This is an optimization exercise on Yosys and OpenROAD, whose aim is small area and a short achievable clock period, not a production implementation.
The RTL was checked by simulation tests, not by an equivalence proof against the original design.
Power and IR drop assume default switching activity. The clock port is modelled as an ideal driver; clocking choices that lean on that would not hold on a real chip.

Design commit_trace_buffer, start of the top module:
module commit_trace_buffer #(
   parameter int DEPTH      = 16,
   parameter int DROP_CNT_W = 16
) (
   input  logic                      clk,
   input  logic                      rst_n,
   input  logic                      commit_valid,
   input  logic [31:0]               commit_pc,
   input  logic [31:0]               commit_instr,
   input  logic [4:0]                commit_rd,
   input  logic [31:0]               commit_data,
   output logic                      trace_valid,
   input  logic                      trace_ready,
   output logic [31:0]               trace_pc,
   output logic [31:0]               trace_instr,
   output logic [4:0]                trace_rd,
   output logic [31:0]               trace_data,
   output logic [15:0]               trace_seq,
   input  logic                      flush,
   input  logic                      clear_stats,
   output logic                      overflow,
   output logic [DROP_CNT_W-1:0]     drop_count,
   output logic [63:0]               retired_count,
   output logic [$clog2(DEPTH):0]    fill_level
);
export LEC_CHECK = 0
export CAP_MARGIN = 20
export CORE_MARGIN = 2
export CORE_UTILIZATION = 60
export SETUP_SLACK_MARGIN = 2.9
export SLEW_MARGIN = 20
create_clock -name core_clock -period 5.5 [get_ports {clk}]
standard.sh (not shown) runs the stock make flow with config.mk's settings and CLKGATE_MAP_FILE= SYNTH_SCRIPT=/design/flow/synth_recipe.tcl, a recipe that flattens the netlist after the stock synthesis.
==> flow/flow/run.sh <==
#!/bin/bash
set -euo pipefail
bash standard.sh \
  BUFFER_PORTS_ARGS="-buffer_cell sky130_fd_sc_hd__buf_2" \
  CTS_ARGS="-sink_clustering_enable -repair_clock_nets -sink_clustering_size 30 -sink_clustering_max_diameter 80 -buf_list {sky130_fd_sc_hd__clkbuf_8 sky130_fd_sc_hd__clkbuf_16} -dont_use_dummy_load" \
  finish > standard_flow.log 2>&1
Then changed:
--- a/flow/config.mk
+++ b/flow/config.mk
@@ -10,3 +10,3 @@
 export CORE_UTILIZATION = 60
-export SETUP_SLACK_MARGIN = 2.9
+export SETUP_SLACK_MARGIN = 3.4
 export SLEW_MARGIN = 20
The changed run passed the timing, design-rule and antenna checks.
Power went up by 1.3%.
Setup slack gains 290 ps.
Non-clock buffer count went up by 322.
Hold slack gains 32 ps.
Clock-buffer cell count went up by 1.
Global-route usage went up by 4.5 points.
Final area went up by 7.2%.
Flip-flop and latch count stays the same.
First-iteration DRC count went up by 30%.
Core utilization went up by 4.7 points.
Via count went up by 8.0%.
Then changed:
--- a/flow/config.mk
+++ b/flow/config.mk
@@ -9,4 +9,5 @@
 export CORE_MARGIN = 2
-export CORE_UTILIZATION = 60
-export SETUP_SLACK_MARGIN = 3.4
+export CORE_UTILIZATION = 72
+export PLACE_DENSITY = 0.8
+export SETUP_SLACK_MARGIN = 3.2
 export SLEW_MARGIN = 20
What happened:
- non-clock buffer count came out lower by 168
- power drops slightly
- clock skew fell by 22 ps
- utilization is higher by 11 points
- clock-buffer cell count went down by 5
- via count rises slightly
- routed wire length falls by a little under a tenth
- flip-flop and latch count stays the same
Then changed:
--- a/flow/config.mk
+++ b/flow/config.mk
@@ -9,5 +9,4 @@
 export CORE_MARGIN = 2
-export CORE_UTILIZATION = 72
-export PLACE_DENSITY = 0.8
-export SETUP_SLACK_MARGIN = 3.2
+export CORE_UTILIZATION = 55
+export SETUP_SLACK_MARGIN = 3.25
 export SLEW_MARGIN = 20
- The changed run ran to the end with no violations
- global-route usage fell by 6.8 points
- non-clock buffer count rose by 106
- total power rose by 2.3%
Then changed:
--- a/flow/config.mk
+++ b/flow/config.mk
@@ -9,4 +9,4 @@
 export CORE_MARGIN = 2
-export CORE_UTILIZATION = 55
-export SETUP_SLACK_MARGIN = 3.25
+export CORE_UTILIZATION = 65
+export SETUP_SLACK_MARGIN = 3.15
 export SLEW_MARGIN = 20
Result:
- The changed run completed with no timing, DRC or antenna violations
- area after synthesis is unchanged
- sequential share of layout area is higher by 1.8 points
- setup slack degrades by 82 ps
- cell count is lower by a few percent
- final area is lower by a few percent
- power is lower by a few percent
- clock skew is lower by 6.8 ps
- die area is lower by about a fifth
- hold slack improves by 18 ps
- global-route usage is higher by 3.2 points
Then changed:
--- a/flow/config.mk
+++ b/flow/config.mk
@@ -7,6 +7,6 @@
 export LEC_CHECK = 0
-export CAP_MARGIN = 20
+export CAP_MARGIN = 10
 export CORE_MARGIN = 2
-export CORE_UTILIZATION = 65
-export SETUP_SLACK_MARGIN = 3.15
-export SLEW_MARGIN = 20
+export CORE_UTILIZATION = 60
+export SETUP_SLACK_MARGIN = 3.2
+export SLEW_MARGIN = 10
Effect: The changed run finished clean. Routed wire length grows by 1.4%. Non-clock buffer count grows by 11. Die area grows by about 8%. Design area grows by 1.3%. Via count shrinks by about 0.6%. Core utilization shrinks by 4.8 points. Count of clock-buffer cells in the layout grows by 4.

## afterwards: timing with drivers on the ports
In the flow no input, the clock included, has a driving cell. The finished layouts below were timed again as built, in two steps.
Step 1 sets driving cells, clkbuf_16 on the clock port and buf_2 on the other inputs (assumed; they add their load-dependent delay and slew).
Step 2, shift: input delay + t, output delay - t, t = (earliest + latest rising clock arrival at the registers) / 2. This alone moves slack from input paths to output paths.
Three values: ideal, step 1, step 2; two values: the first two.
run	shift t [ns]	setup slack, ns	hold WS [ns]	worst register clock-pin slew, ns	cell pins on the clock port's net
the first run	0.758	2.828 / 2.810 / 2.052	0.425 / 0.392 / 0.457	0.12 / 0.12	1
the second run	0.761	3.119 / 3.041 / 2.508	0.457 / 0.440 / 0.457	0.12 / 0.12	1
the third run	0.772	3.071 / 3.041 / 2.345	0.477 / 0.451 / 0.477	0.12 / 0.12	1
the fourth run	0.790	3.061 / 2.980 / 2.378	0.449 / 0.419 / 0.449	0.12 / 0.12	1
the fifth run	0.767	2.979 / 3.008 / 2.263	0.467 / 0.445 / 0.467	0.12 / 0.12	1
the sixth run	0.768	3.108 / 3.027 / 2.387	0.418 / 0.378 / 0.456	0.12 / 0.12	1
After both steps every run listed still meets setup and hold. The setup slack of the first run, which loses most, moves by -0.018 ns with the drivers and by -0.776 ns with both steps.
